Source: an optimization exercise on an open RTL-to-GDS flow (aim: small area). Production flows keep margins and buffers that such runs may drop.
Function was checked by simulation only, so behaviour that the tests miss may differ from the original.
Power is estimated from default activity; no workload was simulated.

==> flow/design.v <==
`timescale 1ns/1ps
package rvPkg;
    typedef enum logic [2:0] {
        IMM_I = 3'd0,
        IMM_S = 3'd1,
        IMM_B = 3'd2,
        IMM_J = 3'd3,
        IMM_U = 3'd4
    } immSrc_e;
    typedef enum logic [1:0] {
        FWD_EX  = 2'b00,
        FWD_WB  = 2'b01,
        FWD_MEM = 2'b10
    } forward_e;
    typedef enum logic {
        SRCB_REG = 1'b0,
        SRCB_IMM = 1'b1
    } aluSrc_e;
    typedef enum logic [2:0] {
        ALU_ADD = 3'b000,
        ALU_SUB = 3'b001,
        ALU_AND = 3'b010,
        ALU_OR  = 3'b011,
        ALU_SLT = 3'b101
    } aluControl_e;
    typedef enum logic [1:0] {
        RES_MEM = 2'b00,
        RES_ALU = 2'b01,
        RES_PC4 = 2'b10,
        RES_IMM = 2'b11
    } resultSrc_e;
    typedef union packed {
        struct packed {
            logic [6:0]           funct7;
            logic [5-1:0] rs2;
            logic [5-1:0] rs1;
            logic [2:0]           funct3;
            logic [5-1:0] rd;
            logic [6:0]           opcode;
        } rFields;
        struct packed {
            logic [11:0]          imm12;
            logic [5-1:0] rs1;
            logic [2:0]           funct3;
            logic [5-1:0] rd;
            logic [6:0]           opcode;
        } iFields;
        struct packed {
            logic [6:0]           immHi;
            logic [5-1:0] rs2;
            logic [5-1:0] rs1;
            logic [2:0]           funct3;
            logic [4:0]           immLo;
            logic [6:0]           opcode;
        } sFields;
        struct packed {
            logic                 sign;      
            logic [5:0]           imm10to5;
            logic [5-1:0] rs2;
            logic [5-1:0] rs1;
            logic [2:0]           funct3;
            logic [3:0]           imm4to1;
            logic                 imm11;
            logic [6:0]           opcode;
        } bFields;
    } instrWord_u;
    typedef struct packed {
        logic [6:0]           opcode;
        logic [2:0]           funct3;
        logic                 funct7b5;
        logic [5-1:0] rs1;
        logic [5-1:0] rs2;
        logic [5-1:0] rd;
    } decodeInfo_t;
    typedef struct packed {
        immSrc_e immSrc;
    } decodeCtrl_t;
    typedef struct packed {
        aluSrc_e     aluSrc;
        aluControl_e aluControl;
        forward_e    forwardA;
        forward_e    forwardB;
    } exCtrl_t;
    typedef struct packed {
        resultSrc_e resultSrcM;
        resultSrc_e resultSrcW;
        logic       regWriteW;
    } wbCtrl_t;
    typedef struct packed {
        logic [32-1:0]   rd1;
        logic [32-1:0]   rd2;
        logic [32-1:0]   pc;
        logic [32-1:0]   extImm;
        logic [32-1:0]   pcPlus4;
        logic [5-1:0] rs1;
        logic [5-1:0] rs2;
        logic [5-1:0] rd;
    } exStage_t;
    typedef struct packed {
        logic [32-1:0]   aluResult;
        logic [32-1:0]   writeData;
        logic [32-1:0]   extImm;
        logic [32-1:0]   pcPlus4;
        logic [5-1:0] rd;
    } memStage_t;
endpackage
`timescale 1ns/1ps
module rvDatapath (
    input  logic        clk,
    input  logic        reset,
    input  logic        stallF_i,
    input  logic        stallD_i,
    input  logic        flushD_i,
    input  logic        flushE_i,
    input  logic        pcSrcE_i,
    input  logic [31:0] instrF_i,
    input  logic [31:0] readDataM_i,
    input  logic [2:0]  decodeCtrl_i,
    input  logic [7:0]  exCtrl_i,
    input  logic [4:0]  wbCtrl_i,
    output logic [31:0] pcF_o,
    output logic [25:0] decodeInfo_o,
    output logic [4:0]  rs1E_o,
    output logic [4:0]  rs2E_o,
    output logic [4:0]  rdE_o,
    output logic        zeroE_o,
    output logic [4:0]  rdM_o,
    output logic [31:0] aluResultM_o,
    output logic [31:0] writeDataM_o,
    output logic [4:0]  rdW_o
);
    function automatic logic [32:0] bkCarry(input logic [31:0] p, input logic [31:0] g,
                                            input logic ci);
        logic [31:0] gu, pu, gl, pl, G;
        gu = g;
        gu[0] = g[0] | (p[0] & ci);
        pu = p;
        for (int l = 1; l <= 5; l++) begin
            gl = gu;
            pl = pu;
            for (int j = (1 << l) - 1; j < 32; j += (1 << l)) begin
                gu[j] = gl[j] | (pl[j] & gl[j - (1 << (l - 1))]);
                pu[j] = pl[j] & pl[j - (1 << (l - 1))];
            end
        end
        G = gu;
        for (int l = 4; l >= 1; l--)
            for (int j = (1 << l) + (1 << (l - 1)) - 1; j < 32; j += (1 << l))
                G[j] = G[j] | (pu[j] & G[j - (1 << (l - 1))]);
        for (int j = 2; j < 32; j += 2)
            G[j] = G[j] | (p[j] & G[j - 1]);
        bkCarry = {gu[31], G[30:0], ci};
    endfunction
    logic [31:0] pcF, pcTargetE;
    always_ff @(posedge clk) begin
        if (reset)          pcF <= 32'h0000_1000;
        else if (pcSrcE_i)  pcF <= pcTargetE;
        else if (!stallF_i) pcF <= {pcF[31:2] + 30'd1, pcF[1:0]};
    end
    assign pcF_o = pcF;
    logic [31:0] instrD, pcD;
    logic        vD;
    always_ff @(posedge clk) begin
        if (!stallD_i) begin
            instrD <= instrF_i;
            pcD    <= pcF;
        end
        if (reset || flushD_i) vD <= 1'b0;
        else if (!stallD_i)    vD <= 1'b1;
    end
    assign decodeInfo_o = vD ? {instrD[6:0], instrD[14:12], instrD[30], instrD[19:15],
                                instrD[24:20], instrD[11:7]} : 26'd0;
    logic [31:7] iE;
    logic [31:0] pcE;
    logic [2:0]  immSrcE;
    logic [31:1] oh1E, oh2E;    
    logic        vE, clrE;
    assign clrE = reset | flushE_i | ~vD;
    always_ff @(posedge clk) begin
        iE      <= clrE ? 25'd0 : instrD[31:7];
        pcE     <= clrE ? 32'd0 : pcD;
        vE      <= ~clrE;
        immSrcE <= decodeCtrl_i;
        for (int r = 1; r < 32; r++) begin
            oh1E[r] <= ~clrE & (instrD[19:15] == r);
            oh2E[r] <= ~clrE & (instrD[24:20] == r);
        end
    end
    assign rs1E_o = iE[19:15];
    assign rs2E_o = iE[24:20];
    assign rdE_o  = iE[11:7];
    logic isI, isS, isB, isJ, isU;
    logic [31:0] immE;
    assign isU = immSrcE[2];
    assign isJ = ~immSrcE[2] &  immSrcE[1] &  immSrcE[0];
    assign isB = ~immSrcE[2] &  immSrcE[1] & ~immSrcE[0];
    assign isS = ~immSrcE[2] & ~immSrcE[1] &  immSrcE[0];
    assign isI = ~immSrcE[2] & ~immSrcE[1] & ~immSrcE[0];
    assign immE[0]     = (isI & iE[20]) | (isS & iE[7]);
    assign immE[4:1]   = ({4{isI | isJ}} & iE[24:21]) | ({4{isS | isB}} & iE[11:8]);
    assign immE[10:5]  = {6{~isU}} & iE[30:25];
    assign immE[11]    = ((isI | isS) & iE[31]) | (isB & iE[7]) | (isJ & iE[20]);
    assign immE[19:12] = (isU | isJ) ? iE[19:12] : {8{iE[31]}};
    assign immE[30:20] = isU ? iE[30:20] : {11{iE[31]}};
    assign immE[31]    = iE[31];
    logic [31:0] pcPlus4E;
    logic [29:0] pcIncE;
    assign pcIncE   = pcE[31:2] + 30'd1;
    assign pcPlus4E = {pcIncE[29:1], pcIncE[0] & vE, pcE[1:0]};
    logic [31:0] tP, tG;
    assign tP = pcE ^ immE;
    assign tG = pcE & immE;
    logic [32:0] tC;
    assign tC = bkCarry(tP, tG, 1'b0);
    assign pcTargetE = tP ^ tC[31:0];
    logic [31:0] rf [1:31];
    logic [31:0] resultW, fwdM;
    logic [4:0]  rdWq, rdMq;
    logic        wvW, wrEn;
    assign wrEn = wbCtrl_i[0] & ~reset & wvW & (rdWq != 5'd0);
    genvar k;
    generate
        for (k = 1; k < 32; k++) begin : g_rf
            always_ff @(posedge clk)
                if (wrEn && rdWq == k) rf[k] <= resultW;
        end
    endgenerate
    logic [1:0]  fA, fB;
    logic [31:0] srcA, wdE, srcB;
    assign fA = exCtrl_i[3:2];
    assign fB = exCtrl_i[1:0];
    logic [31:0] rd1E, rd2E;
    always_comb begin
        rd1E = 32'd0;
        rd2E = 32'd0;
        for (int r = 1; r < 32; r++) begin
            rd1E = rd1E | ({32{oh1E[r]}} & rf[r]);
            rd2E = rd2E | ({32{oh2E[r]}} & rf[r]);
        end
    end
    logic [31:0] tB;
    assign srcA = fA[0] ? resultW : (fA[1] ? fwdM : rd1E);
    assign tB   = fB[1] ? fwdM : rd2E;
    assign wdE  = fB[0] ? resultW : tB;
    assign srcB = (~exCtrl_i[7] & fB[0]) ? resultW : (exCtrl_i[7] ? immE : tB);
    logic [2:0]  aluCtl;
    logic        sub, lt;
    logic [31:0] bI, aP, aG, sum;
    assign aluCtl = exCtrl_i[6:4];
    assign sub    = aluCtl[0] & ~aluCtl[1];    
    assign bI     = srcB ^ {32{sub}};
    assign aP     = srcA ^ bI;
    assign aG     = srcA & bI;                  
    logic [32:0] aC;
    assign aC     = bkCarry(aP, aG, sub);
    assign sum    = aP ^ aC[31:0];
    assign lt     = aP[31] ^ aC[32];            
    logic [31:0] aOr, aLogic;
    logic        zSum;
    assign aOr    = aP | aG;                    
    assign aLogic = aluCtl[0] ? aOr : aG;
    assign zSum   = (aP == {aOr[30:0], sub});
    logic [31:0] aluNextM;
    always_comb begin
        if (reset)          aluNextM = 32'd0;
        else if (aluCtl[2]) aluNextM = {31'd0, lt};
        else if (aluCtl[1]) aluNextM = aLogic;
        else                aluNextM = sum;
    end
    assign zeroE_o = aluCtl[2] ? ~lt : (aluCtl[1] ? (aLogic == 32'd0) : zSum);
    logic [31:0] aluM, wdM, immM, pc4M;
    logic        vM;
    always_ff @(posedge clk) begin
        aluM <= aluNextM;
        wdM  <= wdE;
        immM <= immE;
        pc4M <= pcPlus4E;
        rdMq <= iE[11:7];
        vM   <= ~reset;
    end
    assign aluResultM_o = aluM;
    assign writeDataM_o = {32{vM}} & wdM;
    assign rdM_o        = {5{vM}} & rdMq;
    logic [1:0] rsM, rsW;
    assign rsM  = wbCtrl_i[4:3];
    assign fwdM = ({32{~rsM[1]}}            & aluM) |
                  ({32{vM & (rsM == 2'd2)}} & pc4M) |
                  ({32{vM & (rsM == 2'd3)}} & immM);
    logic [31:0] aluW, rdataW, immW, pc4W;
    logic        vR;
    always_ff @(posedge clk) begin
        aluW   <= aluM;
        immW   <= immM;
        pc4W   <= pc4M;
        rdWq   <= rdMq;
        rdataW <= readDataM_i;
        wvW    <= vM & ~reset;
        vR     <= ~reset;
    end
    assign rsW     = wbCtrl_i[2:1];
    assign resultW = ({32{vR  & (rsW == 2'd0)}} & rdataW) |
                     ({32{wvW & (rsW == 2'd1)}} & aluW) |
                     ({32{wvW & (rsW == 2'd2)}} & pc4W) |
                     ({32{wvW & (rsW == 2'd3)}} & immW);
    assign rdW_o   = {5{wvW}} & rdWq;
endmodule
==> flow/flow/run.sh <==
#!/bin/bash
set -euo pipefail
export BUFFER_PORTS_ARGS="-buffer_cell sky130_fd_sc_hd__buf_2"
bash standard.sh > standard_flow.log 2>&1
==> flow/standard.sh <==
#!/bin/bash
# synth_recipe.tcl (not shown) runs the flow's synth.tcl, then flattens the netlist and writes it again
# the make line also repeats each setting of config.mk as NAME=value (left out here)
make -C /OpenROAD-flow-scripts/flow DESIGN_CONFIG=/design/flow/config.mk WORK_HOME=/design/flow/orfs CLKGATE_MAP_FILE= SYNTH_SCRIPT=/design/flow/synth_recipe.tcl "${@:-finish}"
==> flow/config.mk <==
export PLATFORM = sky130hd
export DESIGN_NAME = rvDatapath
export DESIGN_NICKNAME = rvDatapath
export VERILOG_FILES = /design/flow/design.v
export SDC_FILE = /design/flow/constraint.sdc
export NUM_CORES = 4
export LEC_CHECK = 0
export CAP_MARGIN = 10
export CORE_MARGIN = 2
export CORE_UTILIZATION = 50
export CTS_BUF_LIST = sky130_fd_sc_hd__clkbuf_16
export CTS_CLUSTER_DIAMETER = 80
export CTS_CLUSTER_SIZE = 20
export PLACE_DENSITY = 0.6
export SLEW_MARGIN = 10
==> flow/constraint.sdc <==
create_clock -name core_clock -period 8.5 [get_ports {clk}]
set_input_delay 1.7000 -clock core_clock [delete_from_list [all_inputs] [get_ports {clk}]]
set_output_delay 1.7000 -clock core_clock [all_outputs]
set_load 0.01 [all_outputs]
==> run summary, run 1 <==
Wirelength per Cell 45.0 um; Num Clock Sinks about 1.5k; area of the core 124000 um^2; Largest Register rf; commonest non-fill, non-tap cells in the layout 1056 x edfxtp_1, 362 x dfxtp_1, 352 x a22o_1, 320 x a221oi_1, 320 x a22oi_1; synth unique cells 73; via count between 50k and 60k; Pre-antenna DRT Iters 11; Seq pwr share 0.599; synthesized netlist cell count around 4.6k; Post-synth ARST share 0; Worst setup EP type output port; WS Path Type input port to output port; Comb power frac 0.067; commonest non-fill, non-tap cell in the layout edfxtp_1; vias in the first global route between 40k and 50k; final critical-path required period around 8.4 ns; Seq/Total Area, Yosys 0.646; via density per instance ~7.7; syn nets slightly below 5k; width of the die ~360 um; # resized after CTS 0; CTS tree done; Syn Area/Cell 13.4 um^2; run status finished clean; WL met2 116000 um; setup bufs post-CTS 0; Fin Clk Skew a little over 0.04 ns; Post-layout nets slightly above 5k; PnR worst setup slack approximately 0.14 ns; Hold Path Class flip-flop to flip-flop; Power Total roughly 13 mW; Data arrival, critical path 6.66 ns; Tot GR Track Use 0.451; H-tree depth 3; Area contributors post-synth edfxtp_1 51%, dfxtp_1 14%, a22o_1 5.0%; leakage power around 24 nW; pin count of the biggest net entering global routing 65; setup TNS 0 ns; Worst Path Max Fanout 12; cts hold-fix bufs 0; Die H approximately 360 um; max FFs per register about 1000; wire length of the first global-routing pass between 300000 and 400000 um; Site Rows approximately 130; Max-slew headroom 0.0892; Int Pwr about 10 mW; Max IR drop VDD 0.203 mV; Top FF cell, synth edfxtp_1; Max Buffers Root-to-Sink 3; layout cell share with drive strength beyond 1 0.152; RSZ-0062 raised after global routing false; Yosys top cell by area edfxtp_1; TritonCTS buffer count 87; Overflow after GRT 0; Slew Viols, Final 0; post-detail-place hpwl between 150000 and 200000 um; switching pwr 3.12 mW; max_cap viols 0; Slew @ Worst Pin about 1.4 ns; period utilisation layout 0.983; DRC 0; DR iter-0 viols 11.5k; GPL Wtd Cong 1.03; Synth Cell Area roughly 62000 um^2; Hold Vio Cnt, Final 0; yosys warns 2; WL met1 just over 100000 um; Setup crit start kind input port; final setup fails 0; Routed Antenna Nets 0; fill count between 10k and 15k; Initial Utilization 0.504; WL met3 49700 um; synthesis-stage register bit count roughly 1.5k; max layer used met5; initial antenna violation count 17; Core Util, Final 0.556; Post-synth EDFFs roughly 1.1k; area growth from synthesis to layout 10.5%; clk slew on worst S/H paths 0.10 ns; I/O Buffers between 200 and 250; Clock Tree Root clkbuf_16; Sw Ratio 0.239; Pwr per Cell Area around 190 nW/um^2; clock latency on the worst-skew pair around 0.73 ns; WP data required 6.80 ns; FMAX 120 MHz; drt total wl roughly 300000 um; clock power share 0.335; share of the synthesized area in the top cell type 0.509; dpl ws 0.381 ns; DIE AREA approximately 130000 um^2; I/O pin count 235
power groups by stage:
stage | clock [mW] | sequential, mW | combinational, mW
floorplan | 0 | 7.96 | 0.495
global placement | 0 | 7.99 | 0.837
detailed placement | 0 | 7.99 | 0.833
CTS | 4.35 | 7.83 | 0.838
global route | 4.58 | 7.83 | 0.910
finish | 4.37 | 7.83 | 0.872
path summary, 6_finish.rpt:
| check | from | end | slack (ns) | depth (start not counted) |
|---|---|---|---|---|
| worst max-delay path | wbCtrl_i[3] | zeroE_o | 0.14 | 18 |
| worst min-delay path | pc4M[20]$_DFF_P_ | pc4W[20]$_DFF_P_ | 0.34 | 0 |
| worst max register to register | vR$_DFF_P_ | aluM[19]$_SDFF_PP0_ | 2.01 | 22 |
| worst min register to register | pc4M[20]$_DFF_P_ | pc4W[20]$_DFF_P_ | 0.34 | 0 |
critical path, stage by stage:
cell,delay [ns]
buf_2,0.34
buf_4,0.30
mux2_2,0.38
a21oi_1,0.71
nand2_1,0.25
o311ai_1,0.40
nand2_1,0.35
mux2i_4,0.27
xnor2_1,0.10
ha_1,0.38
a21oi_1,0.17
nor2_1,0.06
a211o_1,0.35
a22oi_2,0.18
a211oi_1,0.10
o2111ai_1,0.23
nand3_1,0.17
buf_2,0.18
final cells by class:
type | instances | area (um^2) | share of cell area
flip-flops and latches | 1480 | 40300 | 0.586
multi-input cells | 2768 | 20700 | 0.301
repair buffers | 458 | 2990 | 0.0434
clock buffers | 89 | 2230 | 0.0324
well taps | 1637 | 2050 | 0.0298
inverters | 66 | 248 | 0.00360
clock inverters | 39 | 221 | 0.00322
diodes | 10 | 25.0 | 0.000364
stage by stage:
step / instance area, um^2 / hold slack, ns / instances
6_report: 68800 / 0.343 / 6547
5_1_grt: 68800 / 0.352 / 6539
4_1_cts: 68700 / 0.344 / 6535
3_5_place_dp: 66300 / 0.333 / 6407
3_3_place_gp: 66300 / 0.328 / 6407
2_1_floorplan: 62300 / 0.324 / 4639
cell usage after synthesis (14+ instances only):
master	count
nor4_1	14
mux2i_4	17
fa_1	32
o311ai_1	29
a211oi_1	54
a221o_1	33
xnor2_1	150
o21ai_0	18
nand2b_1	23
dfxtp_1	424
inv_1	66
o21ai_2	15
nor3_1	47
nor2_1	228
a22o_1	352
clkbuf_1	217
nand4_1	147
mux2_2	33
nand3_1	109
buf_4	16
nand2_1	182
buf_2	38
buf_1	50
a221oi_1	320
a22oi_1	320
nor2b_1	47
a21o_1	20
a21oi_1	203
edfxtp_1	1056
ha_1	95
and3_1	18
xor2_1	33
and2_1	129
mux2i_1	29
per-layer routing:
metal	global-route usage	vias to the layer above
met5	0.0159	-
met4	0.291	14
met3	0.194	1481
met2	0.612	5539
met1	0.588	24400
li1	-	18800
cell families (layout without fill, tap and decap cells):
| logic type | count (synthesis) | count (layout) | share of synthesized area |
|---|---|---|---|
| simple gates | 976 | 976 | 0.0794 |
| xor+xnor | 183 | 183 | 0.0257 |
| fa+ha+maj | 127 | 127 | 0.0294 |
| flops | 1480 | 1480 | 0.646 |
| mux | 80 | 80 | 0.0170 |
| buf+inv | 391 | 652 | 0.0257 |
| compound gates | 1402 | 1402 | 0.177 |
| other cells | 0 | 10 | 0 |
==> run 2: changes to the inputs <==
--- a/flow/config.mk
+++ b/flow/config.mk
@@ -6,10 +6,10 @@
 export NUM_CORES = 4
 export LEC_CHECK = 0
-export CAP_MARGIN = 10
+export CAP_MARGIN = 20
 export CORE_MARGIN = 2
-export CORE_UTILIZATION = 50
+export CORE_UTILIZATION = 35
 export CTS_BUF_LIST = sky130_fd_sc_hd__clkbuf_16
 export CTS_CLUSTER_DIAMETER = 80
 export CTS_CLUSTER_SIZE = 20
-export PLACE_DENSITY = 0.6
-export SLEW_MARGIN = 10
+export PLACE_DENSITY = 0.5
+export SLEW_MARGIN = 20
==> run 2 against run 1 <==
Compared with the run above: still clean on timing, DRC and antenna; sequential power about the same; clock skew rose by 0.0015 ns; synthesized cell count unchanged; cell count up 12%; maximum frequency up 1.5%; register-to-register slack hardly changed; largest power group unchanged.
==> run summary, run 2 <==
max_cap viols 0 (unchanged); pin count of the biggest net entering global routing 65 (unchanged); Placed Area 67400 um^2 (was 66300 um^2); GPL Wtd Cong 1.01 (was 1.03); share of the synthesized area in the top cell type 0.509 (unchanged); syn nets 4853 (unchanged); Area contributors post-synth edfxtp_1 51%, dfxtp_1 14%, a22o_1 5.0% (unchanged); Fin Clk Skew 0.0421 ns (was 0.0405 ns); # resized after CTS 0 (unchanged); clk slew on worst S/H paths 0.09 ns (was 0.10 ns); drt total wl 314000 um (was 294000 um); Initial Utilization 0.353 (was 0.504); commonest non-fill, non-tap cells in the layout 1056 x edfxtp_1, 361 x dfxtp_1, 352 x a22o_1, 320 x a221oi_1, 320 x a22oi_1 (was 1056 x edfxtp_1, 362 x dfxtp_1, 352 x a22o_1, 320 x a221oi_1, 320 x a22oi_1); vias in the first global route 46.8k (was 46.6k); via density per instance 6.85 (was 7.67); Clock Tree Root clkbuf_16 (unchanged); Hold Path Class flip-flop to flip-flop (unchanged); Pre-antenna DRT Iters 8 (was 11); Post-synth EDFFs 1056 (unchanged); TritonCTS buffer count 89 (was 87); H-tree depth 3 (unchanged); CP max stage cell a21oi_1 (unchanged); most frequent cells after synthesis 1056 x edfxtp_1, 424 x dfxtp_1, 352 x a22o_1 (unchanged); WS Path Type input port to output port (unchanged); period utilisation layout 0.968 (was 0.983); run status finished clean (unchanged); Buf+Inv Stages, Crit Path 2 (was 3); Largest Register rf (unchanged); synthesis-stage register bit count 1480 (unchanged); Tot GR Track Use 0.335 (was 0.451); Synth Cell Area 62300 um^2 (unchanged); yosys warns 2 (unchanged); I/O pin count 235 (unchanged); DR iter-0 viols 10.5k (was 11.5k); wire length of the first global-routing pass 413000 um (was 391000 um); layout cell share with drive strength beyond 1 0.161 (was 0.152); final critical-path required period 8.23 ns (was 8.36 ns); Syn Area/Cell 13.4 um^2 (unchanged); final setup fails 0 (unchanged); WP data required 6.80 ns (about the same); Post-layout nets 5111 (was 5075); clock latency on the worst-skew pair 0.77 ns (was 0.73 ns); setup TNS 0 ns (unchanged); initial antenna violation count 18 (was 17); fill count 16.6k (was 10.2k); area growth from synthesis to layout 12.7% (was 10.5%); Routed Antenna Nets 0 (unchanged); synth unique cells 73 (unchanged); max FFs per register 992 (unchanged); I/O Buffers 234 (unchanged); Overflow after GRT 0 (unchanged); Die H 426 um (was 357 um); leakage power 23.9 nW (was 23.5 nW); Worst Path Max Fanout 12 (unchanged); commonest non-fill, non-tap cell in the layout edfxtp_1 (unchanged); register area 40300 um^2 (about the same); most common cell in the netlist edfxtp_1 (unchanged); post-detail-place hpwl 200000 um (was 180000 um); Seq/Total Area, Yosys 0.646 (unchanged); DIE AREA 181000 um^2 (was 127000 um^2); Slew @ Worst Pin 1.28 ns (was 1.37 ns); area occupied by multi-input gates 20700 um^2 (about the same); Pwr per Cell Area 190 nW/um^2 (about the same); setup bufs post-CTS 0 (unchanged); Yosys top cell by area edfxtp_1 (unchanged); FMAX 122 MHz (was 120 MHz); Crit path max-delay family compound AO/OA/AOI/OAI gates (unchanged); Wirelength per Cell 43.0 um (was 45.0 um); Slew Viols, Final 0 (unchanged); Worst setup EP type output port (unchanged); Setup crit start kind input port (unchanged); cts hold-fix bufs 0 (unchanged); via count 50.0k (was 50.2k); Max Buffers Root-to-Sink 3 (unchanged); final instance area 70200 um^2 (was 68800 um^2); Max IR drop VDD 0.138 mV (was 0.203 mV); area of the core 176000 um^2 (was 124000 um^2); RSZ-0062 raised after global routing false (unchanged); Critical Path, Cell by Cell buf_2 -> mux2_2 -> a21oi_1 -> nand2_1 -> o311ai_1 -> nand2_1 -> mux2i_4 -> xnor2_1 -> ha_1 -> a21o_1 -> a21o_1 -> a211o_1 -> a22oi_2 -> a211oi_1 -> o2111ai_1 -> nand3_1 -> buf_2 (was buf_2 -> buf_4 -> mux2_2 -> a21oi_1 -> nand2_1 -> o311ai_1 -> nand2_1 -> mux2i_4 -> xnor2_1 -> ha_1 -> a21oi_1 -> nor2_1 -> a211o_1 -> a22oi_2 -> a211oi_1 -> o2111ai_1 -> nand3_1 -> buf_2); Hold Vio Cnt, Final 0 (unchanged); width of the die 426 um (was 357 um); DRC 0 (unchanged); CTS tree done (unchanged); Top FF cell, synth edfxtp_1 (unchanged); Num Clock Sinks 1480 (unchanged); Data arrival, critical path 6.53 ns (was 6.66 ns); Max-slew headroom 0.150 (was 0.0892); Post-synth ARST share 0 (unchanged); CP max stage delay 0.47 ns (was 0.71 ns); Site Rows 154 (was 129); synthesized netlist cell count 4639 (unchanged)
[run 2: cell count changes in the layout (fill, tap and decap cells not counted), sizes merged]
cell | previous run | this run
diode | 10 | 11
inv | 99 | 104
buf | 458 | 492
bufinv | 0 | 2
clkbuf | 89 | 92
clkinv | 6 | 14
[run 2: power breakdown]
| group | internal [mW] | leakage (nW) | switching, mW |
|---|---|---|---|
| sequential | 7.76 | 12.3 | 0.0773 |
| combinational | 0.291 | 10.2 | 0.588 |
| clock | 2.05 | 1.42 | 2.58 |
[run 2: final timing paths]
check,cells after the start,to,startpoint,slack (ns)
worst max-delay path,17,zeroE_o,wbCtrl_i[3],0.27
worst min-delay path,0,immW[23]$_DFF_P_,immM[23]$_DFF_P_,0.34
worst max register to register,20,aluM[23]$_SDFF_PP0_,oh2E[7]$_DFF_P_,2.02
worst min register to register,0,immW[23]$_DFF_P_,immM[23]$_DFF_P_,0.34
[run 2: layout make-up]
type / instances / area share
Clock buffer: 92 / 0.0328
Clock inverter: 54 / 0.00548
Antenna cell: 11 / 0.000392
Sequential cell: 1480 / 0.574
Timing Repair Buffer: 492 / 0.0462
Inverter: 66 / 0.00353
Tap cell: 2340 / 0.0417
Multi-Input combinational cell: 2768 / 0.296
[run 2: metal layers]
metal / vias up / GRT usage / share of wire
met5: - / 0 / 0.00023
met4: 10 / 0.185 / 0.071
met3: 1185 / 0.126 / 0.15
met2: 4761 / 0.463 / 0.40
met1: 25200 / 0.450 / 0.38
li1: 18900 / - / -
[run 2: metrics by stage]
step | worst slack [ns] | util | instances | hold slack, ns | total power [mW]
3_3_place_gp | 0.156 | 0.382 | 7145 | 0.329 | 8.84
5_1_grt | 0.190 | 0.397 | 7292 | 0.349 | 13.6
6_report | 0.272 | 0.397 | 7303 | 0.344 | 13.3
2_1_floorplan | 1.75 | - | 4639 | 0.324 | 8.45
3_5_place_dp | 0.366 | 0.382 | 7146 | 0.332 | 8.84
4_1_cts | 0.351 | 0.397 | 7292 | 0.343 | 13.3
[run 2: cell families after synthesis]
kind of cell,share of synthesized area
AO/OA/AOI/OAI,0.177
buffers and inverters,0.0257
multiplexers,0.0170
AND/OR/NAND/NOR,0.0794
flip-flops,0.646
adder cells (fa/ha/maj),0.0294
XOR/XNOR,0.0257
[run 2: worst register-to-register path, stage by stage (launching register included)]
cell and delay [ns]:
dfxtp_2 0.66, buf_4 0.41, buf_4 0.23, a22oi_1 0.20, nand4_1 0.14, o311ai_1 1.04, nand2_1 0.32, mux2i_4 0.26
xnor2_1 0.10, ha_1 0.42, nand4_1 0.16, nor2_1 0.06, a221o_1 0.39, or2_2 0.37, a31o_2 0.29, a31oi_1 0.25
fa_1 0.25, xor2_1 0.15, nor2_1 0.06, a21oi_1 0.48, nor2_1 0.10
==> run 3: changes to the inputs <==
==> flow/run.sh (new file) <==
#!/bin/bash
# synth_recipe.tcl (not shown) runs the flow's synth.tcl, then flattens the netlist and writes it again
# the make line also repeats each setting of config.mk as NAME=value (left out here)
make -C /OpenROAD-flow-scripts/flow DESIGN_CONFIG=/design/flow/config.mk WORK_HOME=/design/flow/orfs CLKGATE_MAP_FILE= SYNTH_SCRIPT=/design/flow/synth_recipe.tcl finish
--- a/flow/config.mk
+++ b/flow/config.mk
@@ -12,4 +12,4 @@
 export CTS_CLUSTER_DIAMETER = 80
 export CTS_CLUSTER_SIZE = 20
-export PLACE_DENSITY = 0.5
+export PLACE_DENSITY = 0.45
 export SLEW_MARGIN = 20
removed: flow/flow/run.sh
removed: flow/standard.sh
==> run 3 against run 2 <==
Compared with the run above: utilization up 1.2 points; die area unchanged; total power up 2.7%; area after synthesis unchanged; cell area up 3.1%; clock power up 5.4%; clock skew down 0.0015 ns; sequential cell count unchanged; critical path depth up 2; sequential share of layout area down 1.7 points; combinational power up 12%; setup slack worse by 0.075 ns; largest cell class unchanged.
==> run summary, run 3 <==
DIE AREA 181000 um^2 (unchanged); Critical Path, Cell by Cell buf_2 -> buf_4 -> mux2_2 -> a21oi_1 -> buf_4 -> nand2_1 -> o311ai_2 -> nand2_2 -> o21ai_2 -> xnor2_1 -> ha_1 -> buf_4 -> xnor2_1 -> nor4_2 -> nand4_1 -> nor4_1 -> o21ai_0 -> nand3_1 -> clkdlybuf4s50_1 (was buf_2 -> mux2_2 -> a21oi_1 -> nand2_1 -> o311ai_1 -> nand2_1 -> mux2i_4 -> xnor2_1 -> ha_1 -> a21o_1 -> a21o_1 -> a211o_1 -> a22oi_2 -> a211oi_1 -> o2111ai_1 -> nand3_1 -> buf_2); setup bufs post-CTS 0 (unchanged); I/O Buffers 234 (unchanged); Data arrival, critical path 6.60 ns (was 6.53 ns); Routed Antenna Nets 0 (unchanged); Final Non-Filler Cells 7407 (was 7303); CP max stage cell clkdlybuf4s50_1 (was a21oi_1); most used cell, CP buf_4; Site Rows 154 (unchanged); pin count of the biggest net entering global routing 65 (unchanged); CTS tree done (unchanged); clock latency on the worst-skew pair 0.78 ns (was 0.77 ns); clk slew on worst S/H paths 0.08 ns (was 0.09 ns); Max IR drop VDD 0.144 mV (was 0.138 mV); Max Buffers Root-to-Sink 3 (unchanged); via count 50.2k (was 50.0k); final setup fails 0 (unchanged); Num Clock Sinks 1480 (unchanged); via density per instance 6.78 (was 6.85); Worst setup EP type output port (unchanged); Syn Area/Cell 13.4 um^2 (unchanged); Placed Area 69400 um^2 (was 67400 um^2); RSZ-0062 raised after global routing false (unchanged); WS Path Type input port to output port (unchanged); fill count 16.6k (about the same); Pwr per Cell Area 190 nW/um^2 (about the same); Area contributors post-synth edfxtp_1 51%, dfxtp_1 14%, a22o_1 5.0% (unchanged); Int Pwr 10.3 mW (was 10.1 mW); vias in the first global route 48.0k (was 46.8k); max_cap viols 0 (unchanged); Post-layout nets 5205 (was 5111); Clock Tree Root clkbuf_16 (unchanged); syn nets 4853 (unchanged); PnR worst setup slack 0.197 ns (was 0.272 ns); Setup crit start kind input port (unchanged); DRC 0 (unchanged); synthesized netlist cell count 4639 (unchanged); Core Util, Final 0.410 (was 0.397); synth unique cells 73 (unchanged); final instance area 72300 um^2 (was 70200 um^2); Seq pwr share 0.572 (was 0.587); most frequent cells after synthesis 1056 x edfxtp_1, 424 x dfxtp_1, 352 x a22o_1 (unchanged); run status finished clean (unchanged); Comb power frac 0.072 (was 0.066); commonest non-fill, non-tap cells in the layout 1056 x edfxtp_1, 361 x dfxtp_1, 352 x a22o_1, 329 x buf_4 (was 1056 x edfxtp_1, 361 x dfxtp_1, 352 x a22o_1, 320 x a221oi_1, 320 x a22oi_1); Largest Register rf (unchanged); setup TNS 0 ns (unchanged); Hold Vio Cnt, Final 0 (unchanged); Die H 426 um (unchanged); Max-slew headroom 0.162 (was 0.150); TritonCTS buffer count 95 (was 89); synthesis-stage register bit count 1480 (unchanged); FMAX 120 MHz (was 122 MHz); most common cell in the netlist edfxtp_1 (unchanged); dpl cells 7234 (was 7146); Crit path max-delay family buffers and inverters (was compound AO/OA/AOI/OAI gates); initial antenna violation count 17 (was 18); Synth Cell Area 62300 um^2 (unchanged); Slew Viols, Final 0 (unchanged); Overflow after GRT 0 (unchanged); I/O pin count 235 (unchanged); CP max stage delay 0.57 ns (was 0.47 ns); area occupied by multi-input gates 20800 um^2 (was 20700 um^2); Buf+Inv Stages, Crit Path 5 (was 2); Tot GR Track Use 0.355 (was 0.335); DR iter-0 viols 9733 (was 10.5k); Top FF cell, synth edfxtp_1 (unchanged); layout cell share with drive strength beyond 1 0.136 (was 0.161); post-detail-place hpwl 216000 um (was 200000 um); WP data required 6.80 ns (about the same); Post-synth ARST share 0 (unchanged); Fin Clk Skew 0.0405 ns (was 0.0421 ns); dpl ws 0.0589 ns (was 0.366 ns); GPL Wtd Cong 0.969 (was 1.01); Pre-antenna DRT Iters 8 (unchanged); Seq/Total Area, Yosys 0.646 (unchanged); commonest non-fill, non-tap cell in the layout edfxtp_1 (unchanged); area growth from synthesis to layout 16.2% (was 12.7%); H-tree depth 3 (unchanged); share of the synthesized area in the top cell type 0.509 (unchanged); period utilisation layout 0.977 (was 0.968); area of the core 176000 um^2 (unchanged); Post-synth EDFFs 1056 (unchanged); width of the die 426 um (unchanged); max FFs per register 992 (unchanged); register area 40300 um^2 (about the same); Sw Ratio 0.248 (was 0.243); Yosys top cell by area edfxtp_1 (unchanged); clock power share 0.356 (was 0.347); Worst Path Max Fanout 7 (was 12); Wirelength per Cell 44.7 um (was 43.0 um); switching pwr 3.39 mW (was 3.24 mW); Slew @ Worst Pin 1.26 ns (was 1.28 ns); drt total wl 331000 um (was 314000 um); Hold Path Class flip-flop to flip-flop (unchanged); yosys warns 2 (unchanged); final critical-path required period 8.30 ns (was 8.23 ns); Initial Utilization 0.353 (unchanged); wire length of the first global-routing pass 434000 um (was 413000 um); leakage power 24.1 nW (was 23.9 nW)
-- run 3: through the flow --
| step | hold slack [ns] | power (mW) |
|---|---|---|
| after floorplan | 0.324 | 8.45 |
| after global placement | 0.330 | 8.96 |
| after detailed placement | 0.333 | 8.95 |
| after CTS | 0.347 | 13.7 |
| after global routing | 0.345 | 14.0 |
| final | 0.350 | 13.7 |
-- run 3: final cells by class --
type	instances	area share
clock buffer	97	0.0336
multi-input combinational	2768	0.287
inverter	66	0.00343
timing repair buffer	580	0.0712
clock inverter	67	0.00668
tap	2340	0.0405
sequential	1480	0.557
antenna	9	0.000311
-- run 3: path summary, 6_finish.rpt --
check	cells past startpoint	slack (ns)	from	to
worst max-delay path	19	0.20	wbCtrl_i[3]	zeroE_o
worst min-delay path	0	0.35	immM[6]$_DFF_P_	immW[6]$_DFF_P_
worst max register to register	21	2.08	oh2E[5]$_DFF_P_	aluM[19]$_SDFF_PP0_
worst min register to register	0	0.35	immM[6]$_DFF_P_	immW[6]$_DFF_P_
-- run 3: power groups by stage --
stage	sequential (mW)	clock [mW]	combinational (mW)
floorplan	7.96	0	0.495
CTS	7.83	4.91	0.960
global route	7.84	5.15	1.03
global placement	8.00	0	0.963
detailed placement	8.00	0	0.955
finish	7.83	4.88	0.986
-- run 3: logic make-up (layout without fill, tap and decap cells) --
kind of cell / Yosys count / after routing / synth area share
compound gates: 1402 / 1402 / 0.177
fa+ha+maj: 127 / 127 / 0.0294
flops: 1480 / 1480 / 0.646
mux: 80 / 80 / 0.0170
buf+inv: 391 / 810 / 0.0257
simple gates: 976 / 976 / 0.0794
xor+xnor: 183 / 183 / 0.0257
other cells: 0 / 9 / 0
-- run 3: repair_timing --
item	4_1_cts	5_1_grt
gates resized for setup	0	5
hold buffers	0	0
setup endpoints to repair	0	1
endpoints found under the hold margin	0	0
-- run 3: routing by layer --
metal	GRT usage	up-vias	wire, um	share of wire
met5	0	-	64	0.00019
met4	0.223	4	26000	0.078
met3	0.101	1108	42100	0.13
met2	0.494	4572	132000	0.40
met1	0.485	25400	130000	0.39
li1	-	19100	-	-

[static timing again, ports no longer ideal]
Ports are ideal in the flow. The routed layouts listed here were re-timed in OpenROAD.
Step 1 sets driving cells, clkbuf_16 on the clock port and buf_2 on the other inputs (assumed; they add their load-dependent delay and slew).
Step 2 adds t to the input delays and takes it off the output delays; t is the mean of the earliest and latest rising clock arrival at the registers after step 1. Input paths then give back, and output paths get back, about the clock's delay inside the block.
Three values: ideal ports, drivers, drivers and shift; two values: the first two.
run | t (ns) | slack for setup (ns) | worst setup path after step 2 | slew at the worst register clock pin (ns)
run 1 | 0.792 | 0.145 / 0.103 / 0.103 | input to output | 0.10 / 0.10
run 2 | 0.834 | 0.272 / 0.251 / 0.251 | input to output | 0.09 / 0.09
run 3 | 0.839 | 0.197 / 0.124 / 0.176 | input to output | 0.10 / 0.10
After both steps setup and hold are still met in every run listed. The setup slack of run 1, which loses most, moves by -0.042 ns with the drivers and by -0.042 ns with both steps.
